Source: an optimization exercise on an open RTL-to-GDS flow (aim: a short achievable clock period and few clock cycles per item). Production flows keep margins and buffers that such runs may drop. The RTL was checked by simulation tests, not by an equivalence proof against the original design. No activity file was given, so power comes from the tool's default toggle rates.

==> flow/config.mk <==
export PLATFORM = sky130hd
export DESIGN_NAME = cabac_binary_arithmetic_encoder_core
export DESIGN_NICKNAME = cabac_binary_arithmetic_encoder_core
export VERILOG_FILES = /design/flow/design.v
export SDC_FILE = /design/flow/constraint.sdc
export NUM_CORES = 4
export LEC_CHECK = 0
export ABC_CLOCK_PERIOD_IN_PS = 10000
export CAP_MARGIN = 20
export CORE_MARGIN = 2
export CORE_UTILIZATION = 55
export SLEW_MARGIN = 20
==> flow/design.v <==
`default_nettype none
module cabac_binary_arithmetic_encoder_core (
	input  wire         clk,
	input  wire         arst_n,
	input  wire         s_tvalid,
	output wire         s_tready,
	input  wire  [23:0] s_tdata,    
	input  wire  [2:0]  s_tuser,    
	output wire         m_tvalid,
	input  wire         m_tready,
	output wire  [31:0] m_tdata,    
	output wire  [0:0]  m_tuser,    
	output wire         m_tlast,
	input  wire         cfg_valid,
	output wire         cfg_ready,
	input  wire  [5:0]  cfg_data
);
	localparam [2:0] CMD_INIT  = 3'd0;
	localparam [2:0] CMD_REG   = 3'd1;
	localparam [2:0] CMD_TERM  = 3'd2;
	localparam [2:0] CMD_FLUSH = 3'd3;
	localparam [2:0] CMD_START = 3'd4;
	localparam [8:0] RANGE_RST = 9'd510;
	localparam [4:0] BL_RST    = 5'b10100;    
	localparam [5:0] QP_MAX    = 6'd51;
	localparam [5:0] QP_RST    = 6'd26;
	localparam       DEPTH     = 16;          
	localparam       FDEPTH    = 4;           
	localparam       MW        = 36;          
	localparam       FW        = 44;          
	function automatic [5:0] lps_next(input [5:0] st);
		case (st)
			6'd0:  lps_next = 6'd0;   6'd1:  lps_next = 6'd0;
			6'd2:  lps_next = 6'd1;   6'd3:  lps_next = 6'd2;
			6'd4:  lps_next = 6'd2;   6'd5:  lps_next = 6'd4;
			6'd6:  lps_next = 6'd4;   6'd7:  lps_next = 6'd5;
			6'd8:  lps_next = 6'd6;   6'd9:  lps_next = 6'd7;
			6'd10: lps_next = 6'd8;   6'd11: lps_next = 6'd9;
			6'd12: lps_next = 6'd9;   6'd13: lps_next = 6'd11;
			6'd14: lps_next = 6'd11;  6'd15: lps_next = 6'd12;
			6'd16: lps_next = 6'd13;  6'd17: lps_next = 6'd13;
			6'd18: lps_next = 6'd15;  6'd19: lps_next = 6'd15;
			6'd20: lps_next = 6'd16;  6'd21: lps_next = 6'd16;
			6'd22: lps_next = 6'd18;  6'd23: lps_next = 6'd18;
			6'd24: lps_next = 6'd19;  6'd25: lps_next = 6'd19;
			6'd26: lps_next = 6'd21;  6'd27: lps_next = 6'd21;
			6'd28: lps_next = 6'd22;  6'd29: lps_next = 6'd22;
			6'd30: lps_next = 6'd23;  6'd31: lps_next = 6'd24;
			6'd32: lps_next = 6'd24;  6'd33: lps_next = 6'd25;
			6'd34: lps_next = 6'd26;  6'd35: lps_next = 6'd26;
			6'd36: lps_next = 6'd27;  6'd37: lps_next = 6'd27;
			6'd38: lps_next = 6'd28;  6'd39: lps_next = 6'd29;
			6'd40: lps_next = 6'd29;  6'd41: lps_next = 6'd30;
			6'd42: lps_next = 6'd30;  6'd43: lps_next = 6'd30;
			6'd44: lps_next = 6'd31;  6'd45: lps_next = 6'd32;
			6'd46: lps_next = 6'd32;  6'd47: lps_next = 6'd33;
			6'd48: lps_next = 6'd33;  6'd49: lps_next = 6'd33;
			6'd50: lps_next = 6'd34;  6'd51: lps_next = 6'd34;
			6'd52: lps_next = 6'd35;  6'd53: lps_next = 6'd35;
			6'd54: lps_next = 6'd35;  6'd55: lps_next = 6'd36;
			6'd56: lps_next = 6'd36;  6'd57: lps_next = 6'd36;
			6'd58: lps_next = 6'd37;  6'd59: lps_next = 6'd37;
			6'd60: lps_next = 6'd37;  6'd61: lps_next = 6'd38;
			6'd62: lps_next = 6'd38;  default: lps_next = 6'd63;
		endcase
	endfunction
	function automatic [20:0] lps_tab(input [5:0] st, input [1:0] q);
		case ({st, q})
			8'd0: lps_tab = {4'd1, 9'd256, 8'd128};
			8'd1: lps_tab = {4'd1, 9'd352, 8'd176};
			8'd2: lps_tab = {4'd1, 9'd416, 8'd208};
			8'd3: lps_tab = {4'd1, 9'd480, 8'd240};
			8'd4: lps_tab = {4'd1, 9'd256, 8'd128};
			8'd5: lps_tab = {4'd1, 9'd334, 8'd167};
			8'd6: lps_tab = {4'd1, 9'd394, 8'd197};
			8'd7: lps_tab = {4'd1, 9'd454, 8'd227};
			8'd8: lps_tab = {4'd1, 9'd256, 8'd128};
			8'd9: lps_tab = {4'd1, 9'd316, 8'd158};
			8'd10: lps_tab = {4'd1, 9'd374, 8'd187};
			8'd11: lps_tab = {4'd1, 9'd432, 8'd216};
			8'd12: lps_tab = {4'd2, 9'd492, 8'd123};
			8'd13: lps_tab = {4'd1, 9'd300, 8'd150};
			8'd14: lps_tab = {4'd1, 9'd356, 8'd178};
			8'd15: lps_tab = {4'd1, 9'd410, 8'd205};
			8'd16: lps_tab = {4'd2, 9'd464, 8'd116};
			8'd17: lps_tab = {4'd1, 9'd284, 8'd142};
			8'd18: lps_tab = {4'd1, 9'd338, 8'd169};
			8'd19: lps_tab = {4'd1, 9'd390, 8'd195};
			8'd20: lps_tab = {4'd2, 9'd444, 8'd111};
			8'd21: lps_tab = {4'd1, 9'd270, 8'd135};
			8'd22: lps_tab = {4'd1, 9'd320, 8'd160};
			8'd23: lps_tab = {4'd1, 9'd370, 8'd185};
			8'd24: lps_tab = {4'd2, 9'd420, 8'd105};
			8'd25: lps_tab = {4'd1, 9'd256, 8'd128};
			8'd26: lps_tab = {4'd1, 9'd304, 8'd152};
			8'd27: lps_tab = {4'd1, 9'd350, 8'd175};
			8'd28: lps_tab = {4'd2, 9'd400, 8'd100};
			8'd29: lps_tab = {4'd2, 9'd488, 8'd122};
			8'd30: lps_tab = {4'd1, 9'd288, 8'd144};
			8'd31: lps_tab = {4'd1, 9'd332, 8'd166};
			8'd32: lps_tab = {4'd2, 9'd380, 8'd95};
			8'd33: lps_tab = {4'd2, 9'd464, 8'd116};
			8'd34: lps_tab = {4'd1, 9'd274, 8'd137};
			8'd35: lps_tab = {4'd1, 9'd316, 8'd158};
			8'd36: lps_tab = {4'd2, 9'd360, 8'd90};
			8'd37: lps_tab = {4'd2, 9'd440, 8'd110};
			8'd38: lps_tab = {4'd1, 9'd260, 8'd130};
			8'd39: lps_tab = {4'd1, 9'd300, 8'd150};
			8'd40: lps_tab = {4'd2, 9'd340, 8'd85};
			8'd41: lps_tab = {4'd2, 9'd416, 8'd104};
			8'd42: lps_tab = {4'd2, 9'd492, 8'd123};
			8'd43: lps_tab = {4'd1, 9'd284, 8'd142};
			8'd44: lps_tab = {4'd2, 9'd324, 8'd81};
			8'd45: lps_tab = {4'd2, 9'd396, 8'd99};
			8'd46: lps_tab = {4'd2, 9'd468, 8'd117};
			8'd47: lps_tab = {4'd1, 9'd270, 8'd135};
			8'd48: lps_tab = {4'd2, 9'd308, 8'd77};
			8'd49: lps_tab = {4'd2, 9'd376, 8'd94};
			8'd50: lps_tab = {4'd2, 9'd444, 8'd111};
			8'd51: lps_tab = {4'd1, 9'd256, 8'd128};
			8'd52: lps_tab = {4'd2, 9'd292, 8'd73};
			8'd53: lps_tab = {4'd2, 9'd356, 8'd89};
			8'd54: lps_tab = {4'd2, 9'd420, 8'd105};
			8'd55: lps_tab = {4'd2, 9'd488, 8'd122};
			8'd56: lps_tab = {4'd2, 9'd276, 8'd69};
			8'd57: lps_tab = {4'd2, 9'd340, 8'd85};
			8'd58: lps_tab = {4'd2, 9'd400, 8'd100};
			8'd59: lps_tab = {4'd2, 9'd464, 8'd116};
			8'd60: lps_tab = {4'd2, 9'd264, 8'd66};
			8'd61: lps_tab = {4'd2, 9'd320, 8'd80};
			8'd62: lps_tab = {4'd2, 9'd380, 8'd95};
			8'd63: lps_tab = {4'd2, 9'd440, 8'd110};
			8'd64: lps_tab = {4'd3, 9'd496, 8'd62};
			8'd65: lps_tab = {4'd2, 9'd304, 8'd76};
			8'd66: lps_tab = {4'd2, 9'd360, 8'd90};
			8'd67: lps_tab = {4'd2, 9'd416, 8'd104};
			8'd68: lps_tab = {4'd3, 9'd472, 8'd59};
			8'd69: lps_tab = {4'd2, 9'd288, 8'd72};
			8'd70: lps_tab = {4'd2, 9'd344, 8'd86};
			8'd71: lps_tab = {4'd2, 9'd396, 8'd99};
			8'd72: lps_tab = {4'd3, 9'd448, 8'd56};
			8'd73: lps_tab = {4'd2, 9'd276, 8'd69};
			8'd74: lps_tab = {4'd2, 9'd324, 8'd81};
			8'd75: lps_tab = {4'd2, 9'd376, 8'd94};
			8'd76: lps_tab = {4'd3, 9'd424, 8'd53};
			8'd77: lps_tab = {4'd2, 9'd260, 8'd65};
			8'd78: lps_tab = {4'd2, 9'd308, 8'd77};
			8'd79: lps_tab = {4'd2, 9'd356, 8'd89};
			8'd80: lps_tab = {4'd3, 9'd408, 8'd51};
			8'd81: lps_tab = {4'd3, 9'd496, 8'd62};
			8'd82: lps_tab = {4'd2, 9'd292, 8'd73};
			8'd83: lps_tab = {4'd2, 9'd340, 8'd85};
			8'd84: lps_tab = {4'd3, 9'd384, 8'd48};
			8'd85: lps_tab = {4'd3, 9'd472, 8'd59};
			8'd86: lps_tab = {4'd2, 9'd276, 8'd69};
			8'd87: lps_tab = {4'd2, 9'd320, 8'd80};
			8'd88: lps_tab = {4'd3, 9'd368, 8'd46};
			8'd89: lps_tab = {4'd3, 9'd448, 8'd56};
			8'd90: lps_tab = {4'd2, 9'd264, 8'd66};
			8'd91: lps_tab = {4'd2, 9'd304, 8'd76};
			8'd92: lps_tab = {4'd3, 9'd344, 8'd43};
			8'd93: lps_tab = {4'd3, 9'd424, 8'd53};
			8'd94: lps_tab = {4'd3, 9'd504, 8'd63};
			8'd95: lps_tab = {4'd2, 9'd288, 8'd72};
			8'd96: lps_tab = {4'd3, 9'd328, 8'd41};
			8'd97: lps_tab = {4'd3, 9'd400, 8'd50};
			8'd98: lps_tab = {4'd3, 9'd472, 8'd59};
			8'd99: lps_tab = {4'd2, 9'd276, 8'd69};
			8'd100: lps_tab = {4'd3, 9'd312, 8'd39};
			8'd101: lps_tab = {4'd3, 9'd384, 8'd48};
			8'd102: lps_tab = {4'd3, 9'd448, 8'd56};
			8'd103: lps_tab = {4'd2, 9'd260, 8'd65};
			8'd104: lps_tab = {4'd3, 9'd296, 8'd37};
			8'd105: lps_tab = {4'd3, 9'd360, 8'd45};
			8'd106: lps_tab = {4'd3, 9'd432, 8'd54};
			8'd107: lps_tab = {4'd3, 9'd496, 8'd62};
			8'd108: lps_tab = {4'd3, 9'd280, 8'd35};
			8'd109: lps_tab = {4'd3, 9'd344, 8'd43};
			8'd110: lps_tab = {4'd3, 9'd408, 8'd51};
			8'd111: lps_tab = {4'd3, 9'd472, 8'd59};
			8'd112: lps_tab = {4'd3, 9'd264, 8'd33};
			8'd113: lps_tab = {4'd3, 9'd328, 8'd41};
			8'd114: lps_tab = {4'd3, 9'd384, 8'd48};
			8'd115: lps_tab = {4'd3, 9'd448, 8'd56};
			8'd116: lps_tab = {4'd3, 9'd256, 8'd32};
			8'd117: lps_tab = {4'd3, 9'd312, 8'd39};
			8'd118: lps_tab = {4'd3, 9'd368, 8'd46};
			8'd119: lps_tab = {4'd3, 9'd424, 8'd53};
			8'd120: lps_tab = {4'd4, 9'd480, 8'd30};
			8'd121: lps_tab = {4'd3, 9'd296, 8'd37};
			8'd122: lps_tab = {4'd3, 9'd344, 8'd43};
			8'd123: lps_tab = {4'd3, 9'd400, 8'd50};
			8'd124: lps_tab = {4'd4, 9'd464, 8'd29};
			8'd125: lps_tab = {4'd3, 9'd280, 8'd35};
			8'd126: lps_tab = {4'd3, 9'd328, 8'd41};
			8'd127: lps_tab = {4'd3, 9'd384, 8'd48};
			8'd128: lps_tab = {4'd4, 9'd432, 8'd27};
			8'd129: lps_tab = {4'd3, 9'd264, 8'd33};
			8'd130: lps_tab = {4'd3, 9'd312, 8'd39};
			8'd131: lps_tab = {4'd3, 9'd360, 8'd45};
			8'd132: lps_tab = {4'd4, 9'd416, 8'd26};
			8'd133: lps_tab = {4'd4, 9'd496, 8'd31};
			8'd134: lps_tab = {4'd3, 9'd296, 8'd37};
			8'd135: lps_tab = {4'd3, 9'd344, 8'd43};
			8'd136: lps_tab = {4'd4, 9'd384, 8'd24};
			8'd137: lps_tab = {4'd4, 9'd480, 8'd30};
			8'd138: lps_tab = {4'd3, 9'd280, 8'd35};
			8'd139: lps_tab = {4'd3, 9'd328, 8'd41};
			8'd140: lps_tab = {4'd4, 9'd368, 8'd23};
			8'd141: lps_tab = {4'd4, 9'd448, 8'd28};
			8'd142: lps_tab = {4'd3, 9'd264, 8'd33};
			8'd143: lps_tab = {4'd3, 9'd312, 8'd39};
			8'd144: lps_tab = {4'd4, 9'd352, 8'd22};
			8'd145: lps_tab = {4'd4, 9'd432, 8'd27};
			8'd146: lps_tab = {4'd3, 9'd256, 8'd32};
			8'd147: lps_tab = {4'd3, 9'd296, 8'd37};
			8'd148: lps_tab = {4'd4, 9'd336, 8'd21};
			8'd149: lps_tab = {4'd4, 9'd416, 8'd26};
			8'd150: lps_tab = {4'd4, 9'd480, 8'd30};
			8'd151: lps_tab = {4'd3, 9'd280, 8'd35};
			8'd152: lps_tab = {4'd4, 9'd320, 8'd20};
			8'd153: lps_tab = {4'd4, 9'd384, 8'd24};
			8'd154: lps_tab = {4'd4, 9'd464, 8'd29};
			8'd155: lps_tab = {4'd3, 9'd264, 8'd33};
			8'd156: lps_tab = {4'd4, 9'd304, 8'd19};
			8'd157: lps_tab = {4'd4, 9'd368, 8'd23};
			8'd158: lps_tab = {4'd4, 9'd432, 8'd27};
			8'd159: lps_tab = {4'd4, 9'd496, 8'd31};
			8'd160: lps_tab = {4'd4, 9'd288, 8'd18};
			8'd161: lps_tab = {4'd4, 9'd352, 8'd22};
			8'd162: lps_tab = {4'd4, 9'd416, 8'd26};
			8'd163: lps_tab = {4'd4, 9'd480, 8'd30};
			8'd164: lps_tab = {4'd4, 9'd272, 8'd17};
			8'd165: lps_tab = {4'd4, 9'd336, 8'd21};
			8'd166: lps_tab = {4'd4, 9'd400, 8'd25};
			8'd167: lps_tab = {4'd4, 9'd448, 8'd28};
			8'd168: lps_tab = {4'd4, 9'd256, 8'd16};
			8'd169: lps_tab = {4'd4, 9'd320, 8'd20};
			8'd170: lps_tab = {4'd4, 9'd368, 8'd23};
			8'd171: lps_tab = {4'd4, 9'd432, 8'd27};
			8'd172: lps_tab = {4'd5, 9'd480, 8'd15};
			8'd173: lps_tab = {4'd4, 9'd304, 8'd19};
			8'd174: lps_tab = {4'd4, 9'd352, 8'd22};
			8'd175: lps_tab = {4'd4, 9'd400, 8'd25};
			8'd176: lps_tab = {4'd5, 9'd448, 8'd14};
			8'd177: lps_tab = {4'd4, 9'd288, 8'd18};
			8'd178: lps_tab = {4'd4, 9'd336, 8'd21};
			8'd179: lps_tab = {4'd4, 9'd384, 8'd24};
			8'd180: lps_tab = {4'd5, 9'd448, 8'd14};
			8'd181: lps_tab = {4'd4, 9'd272, 8'd17};
			8'd182: lps_tab = {4'd4, 9'd320, 8'd20};
			8'd183: lps_tab = {4'd4, 9'd368, 8'd23};
			8'd184: lps_tab = {4'd5, 9'd416, 8'd13};
			8'd185: lps_tab = {4'd4, 9'd256, 8'd16};
			8'd186: lps_tab = {4'd4, 9'd304, 8'd19};
			8'd187: lps_tab = {4'd4, 9'd352, 8'd22};
			8'd188: lps_tab = {4'd5, 9'd384, 8'd12};
			8'd189: lps_tab = {4'd5, 9'd480, 8'd15};
			8'd190: lps_tab = {4'd4, 9'd288, 8'd18};
			8'd191: lps_tab = {4'd4, 9'd336, 8'd21};
			8'd192: lps_tab = {4'd5, 9'd384, 8'd12};
			8'd193: lps_tab = {4'd5, 9'd448, 8'd14};
			8'd194: lps_tab = {4'd4, 9'd272, 8'd17};
			8'd195: lps_tab = {4'd4, 9'd320, 8'd20};
			8'd196: lps_tab = {4'd5, 9'd352, 8'd11};
			8'd197: lps_tab = {4'd5, 9'd448, 8'd14};
			8'd198: lps_tab = {4'd4, 9'd256, 8'd16};
			8'd199: lps_tab = {4'd4, 9'd304, 8'd19};
			8'd200: lps_tab = {4'd5, 9'd352, 8'd11};
			8'd201: lps_tab = {4'd5, 9'd416, 8'd13};
			8'd202: lps_tab = {4'd5, 9'd480, 8'd15};
			8'd203: lps_tab = {4'd4, 9'd288, 8'd18};
			8'd204: lps_tab = {4'd5, 9'd320, 8'd10};
			8'd205: lps_tab = {4'd5, 9'd384, 8'd12};
			8'd206: lps_tab = {4'd5, 9'd480, 8'd15};
			8'd207: lps_tab = {4'd4, 9'd272, 8'd17};
			8'd208: lps_tab = {4'd5, 9'd320, 8'd10};
			8'd209: lps_tab = {4'd5, 9'd384, 8'd12};
			8'd210: lps_tab = {4'd5, 9'd448, 8'd14};
			8'd211: lps_tab = {4'd4, 9'd256, 8'd16};
			8'd212: lps_tab = {4'd5, 9'd288, 8'd9};
			8'd213: lps_tab = {4'd5, 9'd352, 8'd11};
			8'd214: lps_tab = {4'd5, 9'd416, 8'd13};
			8'd215: lps_tab = {4'd5, 9'd480, 8'd15};
			8'd216: lps_tab = {4'd5, 9'd288, 8'd9};
			8'd217: lps_tab = {4'd5, 9'd352, 8'd11};
			8'd218: lps_tab = {4'd5, 9'd384, 8'd12};
			8'd219: lps_tab = {4'd5, 9'd448, 8'd14};
			8'd220: lps_tab = {4'd5, 9'd256, 8'd8};
			8'd221: lps_tab = {4'd5, 9'd320, 8'd10};
			8'd222: lps_tab = {4'd5, 9'd384, 8'd12};
			8'd223: lps_tab = {4'd5, 9'd448, 8'd14};
			8'd224: lps_tab = {4'd5, 9'd256, 8'd8};
			8'd225: lps_tab = {4'd5, 9'd288, 8'd9};
			8'd226: lps_tab = {4'd5, 9'd352, 8'd11};
			8'd227: lps_tab = {4'd5, 9'd416, 8'd13};
			8'd228: lps_tab = {4'd6, 9'd448, 8'd7};
			8'd229: lps_tab = {4'd5, 9'd288, 8'd9};
			8'd230: lps_tab = {4'd5, 9'd352, 8'd11};
			8'd231: lps_tab = {4'd5, 9'd384, 8'd12};
			8'd232: lps_tab = {4'd6, 9'd448, 8'd7};
			8'd233: lps_tab = {4'd5, 9'd288, 8'd9};
			8'd234: lps_tab = {4'd5, 9'd320, 8'd10};
			8'd235: lps_tab = {4'd5, 9'd384, 8'd12};
			8'd236: lps_tab = {4'd6, 9'd448, 8'd7};
			8'd237: lps_tab = {4'd5, 9'd256, 8'd8};
			8'd238: lps_tab = {4'd5, 9'd320, 8'd10};
			8'd239: lps_tab = {4'd5, 9'd352, 8'd11};
			8'd240: lps_tab = {4'd6, 9'd384, 8'd6};
			8'd241: lps_tab = {4'd5, 9'd256, 8'd8};
			8'd242: lps_tab = {4'd5, 9'd288, 8'd9};
			8'd243: lps_tab = {4'd5, 9'd352, 8'd11};
			8'd244: lps_tab = {4'd6, 9'd384, 8'd6};
			8'd245: lps_tab = {4'd6, 9'd448, 8'd7};
			8'd246: lps_tab = {4'd5, 9'd288, 8'd9};
			8'd247: lps_tab = {4'd5, 9'd320, 8'd10};
			8'd248: lps_tab = {4'd6, 9'd384, 8'd6};
			8'd249: lps_tab = {4'd6, 9'd448, 8'd7};
			8'd250: lps_tab = {4'd5, 9'd256, 8'd8};
			8'd251: lps_tab = {4'd5, 9'd288, 8'd9};
			8'd252: lps_tab = {4'd6, 9'd128, 8'd2};
			8'd253: lps_tab = {4'd6, 9'd128, 8'd2};
			8'd254: lps_tab = {4'd6, 9'd128, 8'd2};
			8'd255: lps_tab = {4'd6, 9'd128, 8'd2};
			default: lps_tab = 21'd0;
		endcase
	endfunction
	reg  [5:0]  qc_q;     
	reg  [8:0]  q5_q;     
	reg  [13:0] cn_q;     
	reg         s_rdy_q;
	reg  [4:0]  alloc_q;
	assign s_tready  = s_rdy_q;
	assign cfg_ready = 1'b1;
	reg         v0;
	reg  [2:0]  cmd0;
	reg  [7:0]  idx0;
	reg         bin0;
	reg  [7:0]  iv0;
	always @(posedge clk) begin
		cmd0 <= s_tuser;
		idx0 <= s_tdata[7:0];
		bin0 <= s_tdata[8];
		iv0  <= s_tdata[16:9];
	end
	wire coded0 = (cmd0 == CMD_REG) || (cmd0 == CMD_TERM) || (cmd0 == CMD_FLUSH);
	reg  [6:0]  ctx_mem [0:255];
	reg         v1;
	reg  [2:0]  cmd1;
	reg  [7:0]  idx1;
	reg         bin1;
	reg  [6:0]  bk1 [0:15];
	reg  [7:0]  iv1;
	integer b;
	always @(posedge clk) begin
		cmd1 <= cmd0;
		idx1 <= idx0;
		bin1 <= bin0;
		for (b = 0; b < 16; b = b + 1)
			bk1[b] <= ctx_mem[{4'(b), idx0[3:0]}];
		iv1  <= iv0;
	end
	function automatic [6:0] state_from(input [13:0] s16);
		reg signed [13:0] s;
		reg        [6:0]  sc;
		s = $signed(s16) >>> 4;
		if (s < 14'sd1) sc = 7'd1;
		else if (s > 14'sd126) sc = 7'd126;
		else sc = s[6:0];
		if (sc >= 7'd64) state_from = {sc[5:0], 1'b1};
		else state_from = {6'(7'd63 - sc), 1'b0};
	endfunction
	wire [6:0] rd1 = bk1[idx1[7:4]];
	reg         v2;
	reg  [2:0]  cmd2;
	reg  [7:0]  idx2;
	reg         bin2;
	reg  [6:0]  ms2;
	reg  [13:0] s16_2;
	wire [6:0]  ds2 = state_from(s16_2);
	reg         wv_q;
	reg  [7:0]  widx_q;
	reg  [6:0]  wd_q;
	reg         lv_q;
	reg  [7:0]  lidx_q;
	reg  [6:0]  ld_q;
	wire [5:0] st2   = ms2[6:1];
	wire       mps2  = ms2[0];
	wire       lpsp2 = (bin2 != mps2);
	wire       we2   = v2 && ((cmd2 == CMD_INIT) || (cmd2 == CMD_REG));
	reg  [5:0] nst2;
	reg  [6:0] wd2;
	always @(*) begin
		if (lpsp2) nst2 = lps_next(st2);
		else       nst2 = (st2 < 6'd62) ? st2 + 6'd1 : st2;
		if (cmd2 == CMD_INIT) wd2 = ds2;
		else                  wd2 = {nst2, (lpsp2 && st2 == 6'd0) ? ~mps2 : mps2};
	end
	always @(posedge clk) begin
		cmd2 <= cmd1;
		idx2 <= idx1;
		bin2 <= bin1;
		s16_2 <= (iv1[4] ? {5'd0, q5_q}       : 14'd0)
		       + (iv1[5] ? {4'd0, q5_q, 1'b0} : 14'd0)
		       + (iv1[6] ? {3'd0, q5_q, 2'b0} : 14'd0)
		       + (iv1[7] ? {2'd0, q5_q, 3'b0} : 14'd0)
		       + {3'd0, iv1[3:0], 7'd0} + cn_q;
		if (we2 && idx2 == idx1)         ms2 <= wd2;
		else if (wv_q && widx_q == idx1) ms2 <= wd_q;
		else if (lv_q && lidx_q == idx1) ms2 <= ld_q;
		else                             ms2 <= rd1;
		widx_q <= idx2;
		wd_q   <= wd2;
		lidx_q <= widx_q;
		ld_q   <= wd_q;
		if (wv_q) ctx_mem[widx_q] <= wd_q;
	end
	reg         v3;
	reg  [2:0]  cmd3;
	reg         bin3;
	reg         lpsp3;
	reg  [20:0] tab3 [0:3];    
	reg  [8:0]  rng_q;
	integer i;
	always @(posedge clk) begin
		cmd3  <= cmd2;
		bin3  <= bin2;
		lpsp3 <= lpsp2;
		for (i = 0; i < 4; i = i + 1)
			tab3[i] <= lps_tab(st2, 2'(i));
	end
	reg  [8:0]  rng_n;
	reg  [8:0]  a3;
	reg  [2:0]  nb3;
	always @(*) begin : range_eng
		reg [7:0] lps;
		reg [8:0] r;
		reg [8:0] e;
		reg [20:0] ln;
		ln    = tab3[rng_q[7:6]];
		lps   = ln[7:0];
		r     = rng_q - {1'b0, lps};
		e     = rng_q - 9'd2;
		rng_n = rng_q;
		a3    = 9'd0;
		nb3   = 3'd0;
		case (cmd3)
			CMD_REG: begin
				if (lpsp3) begin
					a3    = r;
					nb3   = ln[19:17];
					rng_n = ln[16:8];
				end else begin
					nb3   = r[8] ? 3'd0 : 3'd1;
					rng_n = r[8] ? r : {r[7:0], 1'b0};
				end
			end
			CMD_TERM, CMD_FLUSH: begin
				rng_n = e;
				if (bin3 || cmd3 == CMD_FLUSH) begin
					a3    = e;
					nb3   = 3'd7;
					rng_n = 9'd256;
				end else if (!e[8]) begin
					nb3   = 3'd1;
					rng_n = {e[7:0], 1'b0};
				end
			end
			default: begin
			end
		endcase
		if (cmd3 == CMD_FLUSH || cmd3 == CMD_START) rng_n = RANGE_RST;
	end
	reg         v4;
	reg  [2:0]  cmd4;
	reg  [8:0]  a4;
	reg  [2:0]  nb4;
	reg  [31:0] low_q;
	reg  [4:0]  bl_q;
	always @(posedge clk) begin
		cmd4 <= cmd3;
		a4   <= a3;
		nb4  <= nb3;
	end
	wire        coded4 = (cmd4 == CMD_REG) || (cmd4 == CMD_TERM) || (cmd4 == CMD_FLUSH);
	wire [31:0] e_low4 = (low_q + {23'd0, a4}) << nb4;
	wire [4:0]  e_bl4  = bl_q + {2'b00, nb4};
	wire        ext4   = coded4 && !e_bl4[4];
	reg  [31:0] low_n;
	reg  [4:0]  bl_n;
	always @(*) begin
		low_n = low_q;
		bl_n  = bl_q;
		if (coded4) begin
			low_n = e_low4;
			bl_n  = e_bl4;
			if (ext4) begin
				low_n = e_low4 & (32'hffffffff >> (5'd19 - e_bl4));
				bl_n  = e_bl4 - 5'd8;
			end
		end
		if (cmd4 == CMD_FLUSH || cmd4 == CMD_START) begin
			low_n = 32'd0;
			bl_n  = BL_RST;
		end
	end
	reg         v5;
	reg  [2:0]  cmd5;
	reg         ext5;
	reg  [31:0] low5;     
	reg  [31:0] elow5;    
	reg  [4:0]  ebl5;     
	reg  [4:0]  bl5;      
	always @(posedge clk) begin
		cmd5  <= cmd4;
		ext5  <= ext4;
		elow5 <= e_low4;
		ebl5  <= e_bl4;
		low5  <= ext4 ? (e_low4 & (32'hffffffff >> (5'd19 - e_bl4))) : e_low4;
		bl5   <= ext4 ? (e_bl4 - 5'd8) : e_bl4;
	end
	wire [31:0] lead5  = elow5 >> (5'd13 + ebl5);
	wire        isff5  = (lead5 == 32'h000000ff);
	wire [4:0]  fsh5   = 5'd21 + bl5;
	wire [5:0]  flen5  = 6'd13 + {bl5[4], bl5};
	wire        cf5    = (low5 >> fsh5) != 32'd0;
	wire [31:0] lowf5  = cf5 ? (low5 - (32'd1 << fsh5)) : low5;
	wire [3:0]  len5   = (flen5[5] || flen5 == 6'd0) ? 4'd1 :
	                     (flen5 > 6'd12) ? 4'd12 : flen5[3:0];
	wire [11:0] tail5  = lowf5[19:8] & 12'((13'd1 << len5) - 13'd1);
	reg         v6;
	reg  [2:0]  cmd6;
	reg         ext6;
	reg         isff6;
	reg  [7:0]  carry6;
	reg  [7:0]  lbyte6;
	reg         cf6;
	reg  [11:0] tail6;
	reg  [3:0]  len6;
	reg  [15:0] cnt_q;
	reg  [7:0]  bb_q;
	reg         sat_q;
	always @(posedge clk) begin
		cmd6   <= cmd5;
		ext6   <= ext5;
		isff6  <= isff5;
		carry6 <= lead5[15:8];
		lbyte6 <= lead5[7:0];
		cf6    <= cf5;
		tail6  <= tail5;
		len6   <= len5;
	end
	reg  [15:0] cnt_n;
	reg  [7:0]  bb_n;
	reg         sat_n;
	reg  [5:0]  gmask;
	reg  [7:0]  ga_byte, gb_byte, gc_byte;
	reg  [15:0] gb_rep, gd_rep;
	reg         gb_sat, gd_sat, gd_ff;
	always @(*) begin : holdback
		reg [15:0] c1;
		reg [7:0]  b1;
		reg        s1;
		c1 = cnt_q;
		b1 = bb_q;
		s1 = sat_q;
		gmask   = 6'd0;
		ga_byte = bb_q + carry6;
		gb_byte = 8'hff + carry6;
		gb_rep  = cnt_q - 16'd1;
		gb_sat  = sat_q;
		if (ext6) begin
			if (isff6) begin
				if (cnt_q == 16'hffff) s1 = 1'b1;
				else c1 = cnt_q + 16'd1;
			end else begin
				gmask[0] = (cnt_q != 16'd0);
				gmask[1] = (cnt_q > 16'd1);
				c1 = 16'd1;
				b1 = lbyte6;
				s1 = 1'b0;
			end
		end
		gc_byte = cf6 ? b1 + 8'd1 : b1;
		gd_ff   = !cf6;
		gd_rep  = c1 - 16'd1;
		gd_sat  = s1;
		if (cmd6 == CMD_FLUSH) begin
			gmask[2] = cf6 || (c1 != 16'd0);
			gmask[3] = (c1 > 16'd1);
			gmask[4] = 1'b1;
			gmask[5] = 1'b1;
		end
		cnt_n = c1;
		bb_n  = b1;
		sat_n = s1;
		if (cmd6 == CMD_FLUSH || cmd6 == CMD_START) begin
			cnt_n = 16'd0;
			bb_n  = 8'hff;
			sat_n = 1'b0;
		end
	end
	wire          coded6 = (cmd6 == CMD_REG) || (cmd6 == CMD_TERM) || (cmd6 == CMD_FLUSH);
	wire          fl6    = (cmd6 == CMD_FLUSH);
	wire [MW-1:0] gm     = {fl6, gmask[1:0], gb_sat, gb_rep, gb_byte, ga_byte};
	wire [FW-1:0] gf     = {gmask[3:2], len6, tail6, gd_sat, gd_rep, gd_ff, gc_byte};
	wire          push_m = v6 && (gmask != 6'd0);
	wire          push_f = v6 && fl6;
	reg  [MW-1:0] mfifo [0:DEPTH-1];
	reg  [FW-1:0] ffifo [0:FDEPTH-1];
	reg  [3:0]    mwp_q, mrp_q;
	reg  [1:0]    fwp_q, frp_q;
	reg  [4:0]    falloc_q;
	reg           pop_m_q, pop_f_q;
	reg  [MW-1:0] cgm_q;
	reg  [FW-1:0] cgf_q;
	reg  [5:0]    cm_q;      
	reg           ov_q;
	reg  [32:0]   od_q;
	reg           ol_q;
	always @(posedge clk) begin
		if (push_m) mfifo[mwp_q] <= gm;
		if (push_f) ffifo[fwp_q] <= gf;
	end
	wire [MW-1:0] head_m = mfifo[mrp_q];
	wire [FW-1:0] head_f = ffifo[frp_q];
	wire          mhave  = (mwp_q != mrp_q);
	wire          hf     = head_m[MW-1];
	wire [5:0]    sel    = cm_q & (~cm_q + 6'd1);
	wire          more   = (cm_q & ~sel) != 6'd0;
	wire          cur    = (cm_q != 6'd0);
	reg  [32:0]   rec;
	always @(*) begin
		rec = {1'b0, 16'd1, 4'd1, 12'd1};
		if (sel[0])      rec = {1'b0, 16'd1, 4'd8, 4'd0, cgm_q[7:0]};
		else if (sel[1]) rec = {cgm_q[32], cgm_q[31:16], 4'd8, 4'd0, cgm_q[15:8]};
		else if (sel[2]) rec = {1'b0, 16'd1, 4'd8, 4'd0, cgf_q[7:0]};
		else if (sel[3]) rec = {cgf_q[25], cgf_q[24:9], 4'd8, 4'd0, {8{cgf_q[8]}}};
		else if (sel[4]) rec = {1'b0, 16'd1, cgf_q[41:38], cgf_q[37:26]};
	end
	wire out_free = !ov_q || m_tready;
	wire load     = !cur || (out_free && !more);
	wire pop_m    = load && mhave;
	wire pop_f    = pop_m && hf;
	always @(posedge clk) begin
		if (out_free && cur) begin
			od_q <= rec;
			ol_q <= !more;
		end
		if (load) begin
			cgm_q <= head_m;
			cgf_q <= head_f;
		end
	end
	assign m_tvalid = ov_q;
	assign m_tdata  = od_q[31:0];
	assign m_tuser  = od_q[32];
	assign m_tlast  = ol_q;
	always @(posedge clk or negedge arst_n) begin
		if (!arst_n) begin
			qc_q     <= QP_RST;
			s_rdy_q  <= 1'b0;
			q5_q     <= 9'd130;
			cn_q     <= 14'h3a6e;
			alloc_q  <= 5'd0;
			falloc_q <= 5'd0;
			v0       <= 1'b0;
			v1       <= 1'b0;
			v2       <= 1'b0;
			v3       <= 1'b0;
			v4       <= 1'b0;
			v5       <= 1'b0;
			v6       <= 1'b0;
			wv_q     <= 1'b0;
			lv_q     <= 1'b0;
			rng_q    <= RANGE_RST;
			low_q    <= 32'd0;
			bl_q     <= BL_RST;
			cnt_q    <= 16'd0;
			bb_q     <= 8'hff;
			sat_q    <= 1'b0;
			mwp_q    <= 4'd0;
			mrp_q    <= 4'd0;
			fwp_q    <= 2'd0;
			frp_q    <= 2'd0;
			pop_m_q  <= 1'b0;
			pop_f_q  <= 1'b0;
			cm_q     <= 6'd0;
			ov_q     <= 1'b0;
		end else begin
			if (cfg_valid) qc_q <= (cfg_data > QP_MAX) ? QP_MAX : cfg_data;
			q5_q <= {qc_q, 2'b00} + {3'd0, qc_q};
			cn_q <= 14'h3f00 - ({qc_q, 5'd0} + {2'd0, qc_q, 3'd0} + {3'd0, qc_q, 2'd0} + {8'd0, qc_q});
			v0   <= s_tvalid && s_rdy_q;
			v1   <= v0;
			v2   <= v1;
			v3   <= v2;
			v4   <= v3;
			v5   <= v4;
			v6   <= v5;
			wv_q <= we2;
			lv_q <= wv_q;
			if (v3) rng_q <= rng_n;
			if (v4) begin
				low_q <= low_n;
				bl_q  <= bl_n;
			end
			if (v6) begin
				cnt_q <= cnt_n;
				bb_q  <= bb_n;
				sat_q <= sat_n;
			end
			alloc_q  <= alloc_q + {4'd0, v0 && coded0}
			          - {4'd0, v6 && coded6 && !push_m} - {4'd0, pop_m_q};
			falloc_q <= falloc_q + {4'd0, v0 && (cmd0 == CMD_FLUSH)} - {4'd0, pop_f_q};
			s_rdy_q  <= (alloc_q <= 5'(DEPTH - 3)) && (falloc_q <= 5'(FDEPTH - 3));
			pop_m_q  <= pop_m;
			pop_f_q  <= pop_f;
			if (push_m) mwp_q <= mwp_q + 4'd1;
			if (push_f) fwp_q <= fwp_q + 2'd1;
			if (pop_m)  mrp_q <= mrp_q + 4'd1;
			if (pop_f)  frp_q <= frp_q + 2'd1;
			if (load)
				cm_q <= mhave ? {hf, hf, head_f[FW-1:FW-2] & {2{hf}}, head_m[MW-2:MW-3]} : 6'd0;
			else if (out_free)
				cm_q <= cm_q & ~sel;
			if (out_free) ov_q <= cur;
		end
	end
endmodule
`default_nettype wire
==> flow/constraint.sdc <==
create_clock -name core_clock -period 20.0 [get_ports {clk}]
set_input_delay 4.0000 -clock core_clock [delete_from_list [all_inputs] [get_ports {clk}]]
set_output_delay 4.0000 -clock core_clock [all_outputs]
set_load 0.01 [all_outputs]
==> flow/standard.sh <==
#!/bin/bash
# synth_recipe.tcl (not shown) runs the flow's synth.tcl, then flattens the netlist and writes it again
# the make line also repeats each setting of config.mk as NAME=value (left out here)
make -C /OpenROAD-flow-scripts/flow DESIGN_CONFIG=/design/flow/config.mk WORK_HOME=/design/flow/orfs CLKGATE_MAP_FILE= SYNTH_SCRIPT=/design/flow/synth_recipe.tcl "${@:-finish}"
==> flow/flow/run.sh <==
#!/bin/bash
# The standard layout (the standard.sh: ORFS synthesis to final layout,
# the design's SDC and clock period unchanged), with three changes to how the
# layout is optimized:
#  - port buffers are buf_4 cells (repair may resize them) instead of the
#    smallest buffer buffer_ports would pick;
#  - the ORFS repair_timing steps aim for 15 ns of setup slack on the 20 ns
#    clock, so they size and buffer the design's real critical paths;
#  - CTS clusters up to 25 sinks within 100 um per leaf buffer.
set -euo pipefail
export BUFFER_PORTS_ARGS="-buffer_cell sky130_fd_sc_hd__buf_4"
export SETUP_SLACK_MARGIN=15
export SKIP_GATE_CLONING=1
export CTS_ARGS="-sink_clustering_enable -repair_clock_nets -sink_clustering_size 25 -sink_clustering_max_diameter 100"
bash standard.sh > standard.log 2>&1
==> results of run 1 <==
## power by group through the flow
stage / clock network (mW) / registers (mW) / logic, mW
floorplan: 0 / 9.04 / 3.37
global placement: 0 / 9.19 / 4.88
detailed placement: 0 / 9.21 / 4.95
CTS: 3.62 / 9.06 / 4.98
global route: 3.83 / 9.10 / 5.45
finish: 3.53 / 9.03 / 5.01
## flip-flops by register name, summed over array words and instances, names as in the netlist, 9 cells and up, named ones only
register / count
a4: 9
bk1: 112
cgf_q: 42
cgm_q: 33
cn_q: 12
cnt_q: 16
ctx_mem: 1792
elow5: 32
ffifo: 176
low5: 31
low_q: 32
mfifo: 576
od_q: 33
rng_q: 9
s16_2: 10
tab3: 75
tail6: 12
## kinds of logic (layout without fill, tap and decap cells)
kind of cell,after synthesis,after routing,synth area share [%]
simple gates,1475,1475,5.31
other cells,1,4,0.00285
buf+inv,625,672,1.86
compound gates,885,885,4.59
mux,974,974,15.3
xor+xnor,178,178,1.19
flops,3215,3215,69.7
fa+ha+maj,188,188,2.04
## what timing repair did
item / CTS / global route
pin swaps: 0 / 1
gates resized for setup: 21 / 28
hold endpoints to repair: 0 / 0
endpoints found under the setup margin: 67 / 116
buffers inserted: 0 / 5
## cell usage after synthesis (13+ instances only)
cell | count | area (µm²)
sky130_fd_sc_hd__and2_1 | 72 | 450
sky130_fd_sc_hd__dfstp_2 | 30 | 788
sky130_fd_sc_hd__a22oi_1 | 19 | 143
sky130_fd_sc_hd__o31ai_1 | 20 | 150
sky130_fd_sc_hd__xnor2_1 | 97 | 850
sky130_fd_sc_hd__nor3b_1 | 14 | 105
sky130_fd_sc_hd__fa_1 | 45 | 901
sky130_fd_sc_hd__nand2b_1 | 37 | 231
sky130_fd_sc_hd__dfxtp_1 | 424 | 8490
sky130_fd_sc_hd__o21a_1 | 16 | 120
sky130_fd_sc_hd__edfxtp_1 | 2653 | 79700
sky130_fd_sc_hd__o211ai_1 | 40 | 300
sky130_fd_sc_hd__inv_1 | 186 | 698
sky130_fd_sc_hd__a31oi_1 | 38 | 238
sky130_fd_sc_hd__nor2b_1 | 45 | 282
sky130_fd_sc_hd__a21oi_1 | 191 | 956
sky130_fd_sc_hd__a211oi_1 | 39 | 293
sky130_fd_sc_hd__o21ai_0 | 186 | 931
sky130_fd_sc_hd__clkbuf_1 | 302 | 1130
sky130_fd_sc_hd__mux2_2 | 43 | 484
sky130_fd_sc_hd__or3_1 | 23 | 144
sky130_fd_sc_hd__o221ai_1 | 13 | 114
sky130_fd_sc_hd__xor2_1 | 80 | 701
sky130_fd_sc_hd__a21o_1 | 31 | 233
sky130_fd_sc_hd__nor2_1 | 502 | 1880
sky130_fd_sc_hd__a32o_1 | 21 | 210
sky130_fd_sc_hd__buf_2 | 44 | 220
sky130_fd_sc_hd__nand4_1 | 37 | 231
sky130_fd_sc_hd__a221oi_1 | 15 | 131
sky130_fd_sc_hd__o22ai_1 | 27 | 169
sky130_fd_sc_hd__nor3_1 | 92 | 460
sky130_fd_sc_hd__or2_2 | 22 | 138
sky130_fd_sc_hd__dfrtp_1 | 108 | 2700
sky130_fd_sc_hd__nand3_1 | 128 | 641
sky130_fd_sc_hd__buf_1 | 78 | 293
sky130_fd_sc_hd__a22o_1 | 41 | 359
sky130_fd_sc_hd__and3_1 | 41 | 257
sky130_fd_sc_hd__mux2i_1 | 109 | 1090
sky130_fd_sc_hd__mux4_2 | 821 | 18500
sky130_fd_sc_hd__ha_1 | 141 | 1760
sky130_fd_sc_hd__nor4_1 | 23 | 144
sky130_fd_sc_hd__nand2_1 | 367 | 1380
## worst min-delay path by stage
stage	slack [ns]	endpoint	start
2_1_floorplan	0.31	bin1	bin0
3_3_place_gp	0.31	iv1[5]	iv0[5]
3_5_place_dp	0.31	cmd2[2]	cmd1[2]
4_1_cts	0.33	idx1[7]	idx0[7]
5_1_grt	0.34	idx1[7]	idx0[7]
6_report	0.33	idx1[7]	idx0[7]
## stage by stage
step / instances / setup slack, ns / hold slack (ns)
5_1_grt: 10800 / 14.54 / 0.337
4_1_cts: 10700 / 14.54 / 0.332
6_report: 10800 / 14.61 / 0.332
3_3_place_gp: 10500 / 14.05 / 0.311
3_5_place_dp: 10500 / 14.00 / 0.312
2_1_floorplan: 7541 / 14.39 / 0.310
## cell type report
class                      instances  area, µm²
inverter                         192        724
clock inverter                    25        383
sequential                      3215      91700
timing repair buffer             217       1870
antenna                            3       7.51
tap                             3167       3960
fill                           17900      97500
multi-input combinational       3701      37600
clock buffer                     238       4090
## routing by layer
metal / vias to the layer above / GRT usage, %
met5: - / 0
met4: 4 / 6.72
met3: 415 / 3.03
met1: 36100 / 38.3
li1: 29600 / -
met2: 2098 / 44.4
==> impl_metrics.ini, run 1 <==
[run_status]
status = no timing/DRC/antenna violations

[yosys]
syn_nets = 7765
syn_area_per_cell_um2 = 17.4
yosys_most_used_dff = sky130_fd_sc_hd__edfxtp_1
synth-warning-count = 3
synth-seq-cells = 3215
async_reset_ff_share_pct = 4.29
synthesis.instances = 7541
synth.yosys.seq_area_share_pct = 69.7
synth_enable_flop_cells = 2653
synth.cell_area_um2 = 131000
synth_cell_types = 112

[sta]
finalCriticalPeriod_ns = 5.39
grt_setup_unrepaired = yes
min_period_over_period_pct = 26.9
tightestPinTransition_ns = 1.19
top_achievable_clock_speed_mhz = 186
fin_setup_tns_ns = 0
max-slew-margin-rel_pct = 20.3
final_max_slew_viol_count = 0
setup_violations = 0
hold_violations = 0
worst_clock_skew_ns = 0.0519

[min_path]
worstHoldPathType = reg -> reg
min_delay_path_depth = 0

[route]
length_of_routed_met2_wiring_mm = 163
via_per_inst = 6.34
top_layer_used = met5
dr_total_vias = 68200
wl_met3_mm = 16.5
drt_drc_violations_left = 0
met1Wirelength_mm = 137
drt_first_iter_violations = 6653
first_pass_iters = 17
wire_per_inst_um = 30.2
final_antenna_net_count = 0
wl_mm = 325

[critical_path]
crit_end = m_tdata[7]
worstSetupEndpointType = primary output
cpPeakStageDelay_ns = 0.43
critical-path-slowest-cell = sky130_fd_sc_hd__edfxtp_1
critPathLaunchType = flop
timing.reg2reg.worst_path_depth = 10
reg2reg_start = ms2[3]
cp_num_buf_inv = 1
critical_path_arrival_ns = 1.39
critical_path_required_ns = 16.00
r2r-end = tab3[2][17]
startpoint = od_q[7]
regToRegSetupSlack_ns = 15.19
cp_top_family = flip-flops
worstSetupPathType = reg -> out
critical_path.cell_chain = buf_6
critical_path_peak_fanout = 1
critical_path_depth = 1

[place]
placement.cell_area_um2 = 136000
gp_congestion = 0.921
portBuffers = 66
post-dp-hpwl_mm = 204

[clock_tree]
root_buffer_master = sky130_fd_sc_hd__clkbuf_16
tritoncts = built
clock_sinks = 3215
cts_inserted_buffers = 150
clk-insertion-delay-late_ns = 0.84
ctsLongestPathBuffers = 3
register_clock_pin_slew_on_the_reported_worst_setup_and_hold_paths_ns = 0.10
post_cts_hold_buffer_count = 0
ctsHtreeMaxLevel = 4

[pwr]
p_switching_mw = 5.68
power.ir.vdd_worst_uv = 121
power.share.clock_pct = 20.1
swShare_pct = 32.3
power_density_nw_per_um2 = 125
comb_power_share_pct = 28.5
leakagePower_nw = 45.6
fin_total_pwr_mw = 17.6
power.share.sequential_pct = 51.4
power_report.internal_total_mw = 11.9

[floorplan]
floorplan.initialDensity_pct = 55.3
die-width_um = 493
die_area_um2 = 243000
fp.coreArea_um2 = 238000
fp-row-count = 179
floorplan_die_height_um = 493
io_pins = 75

[global_route]
grt_antenna_before_repair = 8
grt_usage_pct = 26.7
grt_pass1_vias = 68000
grt_start_max_net_pins = 222
grt_pass1_wl_mm = 474
global_route.overflow_total = 0

[cells_and_area]
num-nets-final = 7701
layout-drive-gt1-share_pct = 18.8
syn_to_final_growth_pct = 6.80
postLayoutCoreUtil_pct = 59.0
final_common_cell = sky130_fd_sc_hd__edfxtp_1
leading_cell_types_in_the_layout_fill_and_taps_excluded = sky130_fd_sc_hd__edfxtp_1, sky130_fd_sc_hd__mux4_2, sky130_fd_sc_hd__nor2_1
fin_area_um2 = 140000

[run]
timing.max_cap.violations = 0
Testbench counts, summed over its fixed seeds: cycles 24,948, items 24,844.
==> inputs of run 2 (changes only) <==
--- a/flow/config.mk
+++ b/flow/config.mk
@@ -8,5 +8,5 @@
 export ABC_CLOCK_PERIOD_IN_PS = 10000
 export CAP_MARGIN = 20
 export CORE_MARGIN = 2
-export CORE_UTILIZATION = 55
+export CORE_UTILIZATION = 45
 export SLEW_MARGIN = 20
==> impl_metrics.ini, run 2 <==
[route]
via_per_inst = 5.95
wl_mm = 327
drt_first_iter_violations = 7038
first_pass_iters = 7
final_antenna_net_count = 0
wire_per_inst_um = 28.4
dr_total_vias = 68500
drt_drc_violations_left = 0

[cells_and_area]
finish.cell_count_without_fillers = 11500
final_common_cell = sky130_fd_sc_hd__edfxtp_1
reg_top3 = ctx_mem: 1792 flops, mfifo: 576 flops, ffifo: 176 flops
layout-drive-gt1-share_pct = 19.1
largest_reg_flops = 1792
postLayoutCoreUtil_pct = 48.7
leading_cell_types_in_the_layout_fill_and_taps_excluded = sky130_fd_sc_hd__edfxtp_1, sky130_fd_sc_hd__mux4_2, sky130_fd_sc_hd__nor2_1
multi_input_logic_area_um2 = 37600
fin_area_um2 = 142000
n_fill_cell = 24300
num-nets-final = 7718
largest-register = ctx_mem
syn_to_final_growth_pct = 7.81
seq_area_um2 = 91700

[floorplan]
floorplan_die_height_um = 544
fp-row-count = 198
floorplan.initialDensity_pct = 45.2
io_pins = 75
die_area_um2 = 296000
die-width_um = 544
fp.coreArea_um2 = 291000

[yosys]
most_frequent_cell_after_synthesis = sky130_fd_sc_hd__edfxtp_1
syn_area_per_cell_um2 = 17.4
syn_nets = 7765
post_synthesis_mux_area_share_pct = 15.3
synth.top_cells.by_area = sky130_fd_sc_hd__edfxtp_1, sky130_fd_sc_hd__mux4_2, sky130_fd_sc_hd__dfxtp_1, sky130_fd_sc_hd__dfrtp_1, sky130_fd_sc_hd__nor2_1
synth_enable_flop_cells = 2653
yosys-top-cells-count = sky130_fd_sc_hd__edfxtp_1, sky130_fd_sc_hd__mux4_2, sky130_fd_sc_hd__nor2_1
yosys.area_share.simple_pct = 5.31
largest_family_of_logic_cells_by_synthesized_area = multiplexers
synth_cell_types = 112
async_reset_ff_share_pct = 4.29
synth-compound-area-share_pct = 4.59
synth.cell_area_um2 = 131000
synth-seq-cells = 3215
yosys_most_used_dff = sky130_fd_sc_hd__edfxtp_1
synth-adder-area-share_pct = 2.04
post-synth-top-area-fraction_pct = 60.6
synth.largest_area_cell = sky130_fd_sc_hd__edfxtp_1
synth-warning-count = 3
synth-xor-area-share_pct = 1.19
synth.yosys.seq_area_share_pct = 69.7
synthesis.instances = 7541

[place]
post-dp-hpwl_mm = 206
gp_congestion = 0.916
placement.cell_area_um2 = 137000
dpl.cell_count = 11200
portBuffers = 66

[critical_path]
critical_path_peak_fanout = 2
critPathLaunchType = flop
critical-path-slowest-cell = sky130_fd_sc_hd__dfrtp_2
cp_top_family = flip-flops
critical_path_depth = 1
critical_path.cell_chain = buf_6
critical_path_arrival_ns = 1.48
timing.reg2reg.worst_path_depth = 13
cp_num_buf_inv = 1
critical_path_required_ns = 16.00
worstSetupPathType = reg -> out
worstSetupEndpointType = primary output
cpPeakStageDelay_ns = 0.47

[sta]
min_period_over_period_pct = 27.4
worst_hold_margin_ns = 0.333
worst_clock_skew_ns = 0.0649
finalCriticalPeriod_ns = 5.48
grt_setup_unrepaired = yes
final_max_slew_viol_count = 0
fin_setup_tns_ns = 0
setup_violations = 0
tightestPinTransition_ns = 1.17
top_achievable_clock_speed_mhz = 183
max-slew-margin-rel_pct = 21.9
hold_violations = 0

[pwr]
power_report.internal_total_mw = 12.0
p_switching_mw = 5.72
swShare_pct = 32.3
comb_power_share_pct = 28.4
leakagePower_nw = 45.8
power.ir.vdd_worst_uv = 97.3
power.share.sequential_pct = 50.8
power_density_nw_per_um2 = 125
power.share.clock_pct = 20.8

[global_route]
grt_antenna_before_repair = 7
global_route.overflow_total = 0
grt_usage_pct = 21.9
grt_pass1_vias = 68500
grt_pass1_wl_mm = 478
grt_start_max_net_pins = 104

[clock_tree]
ctsHtreeMaxLevel = 4
root_buffer_master = sky130_fd_sc_hd__clkbuf_16
register_clock_pin_slew_on_the_reported_worst_setup_and_hold_paths_ns = 0.09
clk-insertion-delay-late_ns = 0.89
cts_inserted_buffers = 157
clock_sinks = 3215
ctsLongestPathBuffers = 4
tritoncts = built

[min_path]
min_delay_path_depth = 0
worstHoldPathType = reg -> reg

[run]
timing.max_cap.violations = 0

[run_status]
status = no timing/DRC/antenna violations
-- run 2: worst paths after layout --
path	start	end	slack, ns
setup / recovery	s_rdy_q	s_tready	14.52
hold / removal	idx0[7]	idx1[7]	0.33
setup reg to reg	idx1[7]	flop	15.31
hold reg to reg	idx0[7]	idx1[7]	0.33
max in group asynchronous	arst_n	mwp_q[0]	15.31
min in group asynchronous	arst_n	falloc_q[3]	3.09
-- run 2: metal layers --
layer | share of wire (%) | global-route usage (%)
met1 | 43 | 30.9
met2 | 49 | 36.5
met3 | 5.2 | 2.48
met4 | 2.7 | 5.45
met5 | 0.0021 | 0
-- run 2: stage by stage --
stage               total power [mW]  worst slack (ns)
floorplan                       12.4             14.39
global placement                14.1             13.72
detailed placement              14.2             13.69
CTS                             17.8             14.44
global route                    18.6             14.44
finish                          17.7             14.52
-- run 2: layout make-up --
type,count,area share (%)
clock buffer,256,3.12
tap,3900,3.44
inverter,192,0.509
multi-input combinational,3701,26.6
antenna,4,0.00706
sequential,3215,64.7
timing repair buffer,227,1.37
clock inverter,20,0.261
-- run 2: repair_timing --
item	4_1_cts	5_1_grt
gates resized for setup	27	20
pin swaps	0	1
hold buffers	0	0
setup buffers	2	2
setup endpoints to repair	59	84
cloned	0	0
endpoints found under the hold margin	0	0
-- run 2: cell families (layout without fill, tap and decap cells) --
logic type               count (synthesis)  count (layout)
flip-flops                            3215            3215
AND/OR/NAND/NOR                       1475            1475
multiplexers                           974             974
AO/OA/AOI/OAI                          885             885
buffers and inverters                  625             695
adder cells (fa/ha/maj)                188             188
XOR/XNOR                               178             178
other                                    1               5
-- run 2: power groups by stage --
stage | combinational (mW) | clock (mW) | sequential (mW)
6_report | 5.04 | 3.68 | 8.99
5_1_grt | 5.50 | 4.00 | 9.06
3_5_place_dp | 5.00 | 0 | 9.18
4_1_cts | 5.02 | 3.78 | 9.03
3_3_place_gp | 4.93 | 0 | 9.15
2_1_floorplan | 3.37 | 0 | 9.04
==> inputs of run 3 (changes only) <==
==> flow/flow/run.sh (replaced) <==
#!/bin/bash
# The standard layout (the standard.sh: ORFS synthesis to final layout,
# the design's SDC and clock period unchanged), with three changes to how the
# layout is optimized:
#  - port buffers are buf_4 cells (repair may resize them) instead of the
#    smallest buffer buffer_ports would pick;
#  - the ORFS repair_timing steps aim for 15 ns of setup slack on the 20 ns
#    clock, so they size and buffer the design's real critical paths;
#  - CTS clusters up to 20 sinks within 60 um per leaf buffer.
set -euo pipefail
export BUFFER_PORTS_ARGS="-buffer_cell sky130_fd_sc_hd__buf_4"
export SETUP_SLACK_MARGIN=15
export SKIP_GATE_CLONING=1
export CTS_ARGS="-sink_clustering_enable -repair_clock_nets -sink_clustering_size 20 -sink_clustering_max_diameter 60"
bash standard.sh > standard.log 2>&1
--- a/flow/config.mk
+++ b/flow/config.mk
@@ -8,5 +8,5 @@
 export ABC_CLOCK_PERIOD_IN_PS = 10000
 export CAP_MARGIN = 20
 export CORE_MARGIN = 2
-export CORE_UTILIZATION = 45
+export CORE_UTILIZATION = 65
 export SLEW_MARGIN = 20
==> impl_metrics.ini, run 3 <==
[run_status]
status = no timing/DRC/antenna violations

[sta]
top_achievable_clock_speed_mhz = 184
tightestPinTransition_ns = 1.19
setup_violations = 0
hold_violations = 0
grt_setup_unrepaired = yes
finalCriticalPeriod_ns = 5.43
fin_setup_tns_ns = 0
worst_hold_margin_ns = 0.328
max-slew-margin-rel_pct = 20.6
final_max_slew_viol_count = 0
min_period_over_period_pct = 27.2
worst_clock_skew_ns = 0.0369
finalWorstSetupSlack_ns = 14.57

[floorplan]
die_area_um2 = 206000
floorplan.initialDensity_pct = 65.2
io_pins = 75
die-width_um = 454
floorplan_die_height_um = 454
fp.coreArea_um2 = 201000
fp-row-count = 165

[yosys]
syn_area_per_cell_um2 = 17.4
synth_cell_types = 112
synth.yosys.seq_area_share_pct = 69.7
yosys.area_share.simple_pct = 5.31
synth-seq-cells = 3215
most_frequent_cell_after_synthesis = sky130_fd_sc_hd__edfxtp_1
synth-xor-area-share_pct = 1.19
post-synth-top-area-fraction_pct = 60.6
synth_enable_flop_cells = 2653
synth.top_cells.by_area = sky130_fd_sc_hd__edfxtp_1, sky130_fd_sc_hd__mux4_2, sky130_fd_sc_hd__dfxtp_1, sky130_fd_sc_hd__dfrtp_1, sky130_fd_sc_hd__nor2_1
yosys-top-cells-count = sky130_fd_sc_hd__edfxtp_1, sky130_fd_sc_hd__mux4_2, sky130_fd_sc_hd__nor2_1
post_synthesis_mux_area_share_pct = 15.3
synth-adder-area-share_pct = 2.04
yosys_most_used_dff = sky130_fd_sc_hd__edfxtp_1
synthesis.instances = 7541
largest_family_of_logic_cells_by_synthesized_area = multiplexers
syn_nets = 7765
async_reset_ff_share_pct = 4.29
synth.cell_area_um2 = 131000
synth-compound-area-share_pct = 4.59
synth.largest_area_cell = sky130_fd_sc_hd__edfxtp_1
synth-warning-count = 3

[place]
gp_congestion = 0.966
pre_cts_slack_ns = 13.92
placement.cell_area_um2 = 135000
dpl.cell_count = 9980
portBuffers = 66
post-dp-hpwl_mm = 193

[critical_path]
critical_path_peak_fanout = 1
critical-path-slowest-cell = sky130_fd_sc_hd__edfxtp_1
worstSetupEndpointType = primary output
cpPeakStageDelay_ns = 0.42
worstSetupPathType = reg -> out
startpoint = od_q[0]
cp_top_family = flip-flops
regToRegSetupSlack_ns = 15.31
reg2reg_start = idx1[5]
critical_path.cell_chain = buf_6
critPathLaunchType = flop
critical_path_required_ns = 16.00
critical_path_arrival_ns = 1.43
cp_num_buf_inv = 1
timing.reg2reg.worst_path_depth = 13

[global_route]
grt_pass1_wl_mm = 459
grt_start_max_net_pins = 198
grt_pass1_vias = 68700
global_route.overflow_total = 0
grt_usage_pct = 30.5
grt_antenna_before_repair = 3

[clock_tree]
ctsLongestPathBuffers = 3
ctsHtreeMaxLevel = 4
root_buffer_master = sky130_fd_sc_hd__clkbuf_16
post_cts_hold_buffer_count = 0
clk-insertion-delay-late_ns = 0.87
tritoncts = built
cts_inserted_buffers = 198
register_clock_pin_slew_on_the_reported_worst_setup_and_hold_paths_ns = 0.08
clock_sinks = 3215

[cells_and_area]
finish.cell_count_without_fillers = 10400
multi_input_logic_area_um2 = 37600
num-nets-final = 7740
final_common_cell = sky130_fd_sc_hd__edfxtp_1
fin_area_um2 = 141000
reg_top3 = ctx_mem: 1792 flops, mfifo: 576 flops, ffifo: 176 flops
postLayoutCoreUtil_pct = 70.2
syn_to_final_growth_pct = 7.65
largest-register = ctx_mem
layout-drive-gt1-share_pct = 19.9
leading_cell_types_in_the_layout_fill_and_taps_excluded = sky130_fd_sc_hd__edfxtp_1, sky130_fd_sc_hd__mux4_2, sky130_fd_sc_hd__nor2_1
n_fill_cell = 12700
seq_area_um2 = 91700
largest_reg_flops = 1792

[pwr]
power.ir.vdd_worst_uv = 147
fin_total_pwr_mw = 18.2
power_density_nw_per_um2 = 128
leakagePower_nw = 46.5

[route]
final_antenna_net_count = 0
dr_total_vias = 69400
via_per_inst = 6.70
wire_per_inst_um = 29.9
wl_mm = 310
drt_drc_violations_left = 0
drt_first_iter_violations = 8539
first_pass_iters = 8

[min_path]
worstHoldPathType = reg -> reg
min_delay_path_depth = 0
timing.hold.worst.start = iv0[7]
worstHoldEndpoint = iv1[7]

[run]
timing.max_cap.violations = 0
run 3: cell types whose count changed in the layout (fill, tap and decap cells not counted), moves of 5 or more:
cell                         previous run  this run
sky130_fd_sc_hd__inv_8                  0        10
sky130_fd_sc_hd__clkbuf_1              91        82
sky130_fd_sc_hd__clkbuf_16            161       208
sky130_fd_sc_hd__clkinv_4               1        10
sky130_fd_sc_hd__clkinvlp_4             0         8
sky130_fd_sc_hd__buf_4                178       159
sky130_fd_sc_hd__clkinv_2               1        15
sky130_fd_sc_hd__inv_6                  3        14
sky130_fd_sc_hd__clkinv_8               7         2
run 3: power by group:
group / internal, mW / switching [mW] / leakage, nW
sequential: 8.50 / 0.521 / 29.1
combinational: 1.90 / 3.05 / 14.3
clock: 2.03 / 2.18 / 3.04
total: 12.4 / 5.74 / 46.5
run 3: cell families (layout without fill, tap and decap cells):
family / after synthesis / count (layout)
other: 1 / 4
xor gates and xnor gates: 178 / 178
adders and majority gates: 188 / 188
buffers and inverters: 625 / 762
and+or+nand+nor: 1475 / 1475
muxes: 974 / 974
AOI/OAI and AO/OA: 885 / 885
DFF: 3215 / 3215
run 3: per-layer routing:
layer	wire, µm	vias up	GRT usage, %
li1	-	29700	-
met1	123000	36000	43.6
met5	18	-	0
met4	10800	2	9.81
met2	153000	3064	49.5
met3	23200	525	4.59
run 3: worst max path at each step:
stage / endpoint / slack, ns / depth (start not counted)
global placement: frp_q[1] / 14.00 / 7
floorplan: frp_q[1] / 14.39 / 7
finish: m_tdata[0] / 14.57 / 1
global route: m_tdata[17] / 14.50 / 1
detailed placement: frp_q[1] / 13.92 / 7
CTS: m_tvalid / 14.48 / 1
run 3: layout make-up:
| type | count | share of cell area (%) |
|---|---|---|
| sequential | 3215 | 64.8 |
| tap | 2672 | 2.36 |
| antenna | 3 | 0.00531 |
| multi-input combinational | 3701 | 26.6 |
| clock buffer | 295 | 3.95 |
| clock inverter | 67 | 0.499 |
| timing repair buffer | 208 | 1.28 |
| inverter | 192 | 0.512 |
run 3: what timing repair did:
item / in CTS / in global routing
buffers inserted: 0 / 5
gates resized for setup: 24 / 23
pin swaps: 0 / 1
endpoints found under the setup margin: 44 / 91

## what the ideal ports hide
The results above use ideal ports. As a check the final layouts listed here were re-extracted and re-timed, cells and wires unchanged.
Step 1 sets driving cells, clkbuf_16 on the clock port and buf_2 on the other inputs (assumed; they add their load-dependent delay and slew).
Step 2 adds t to the input delays and takes it off the output delays; t is the mean of the earliest and latest rising clock arrival at the registers after step 1. Input paths then give back, and output paths get back, about the clock's delay inside the block.
a / b / c = no drivers / after step 1 / after step 2; a / b = the first two.
run	t (ns)	setup slack, ns	latest minus earliest clock arrival (ns)
run 1	0.910	14.610 / 14.517 / 14.287	0.052 / 0.052
run 2	0.953	14.525 / 14.429 / 14.153	0.074 / 0.074
run 3	0.941	14.568 / 14.476 / 14.155	0.059 / 0.058
After both steps every run listed still meets setup and hold. For run 3, which loses most, drivers alone change the setup slack by -0.092 ns; drivers and shift together by -0.413 ns.
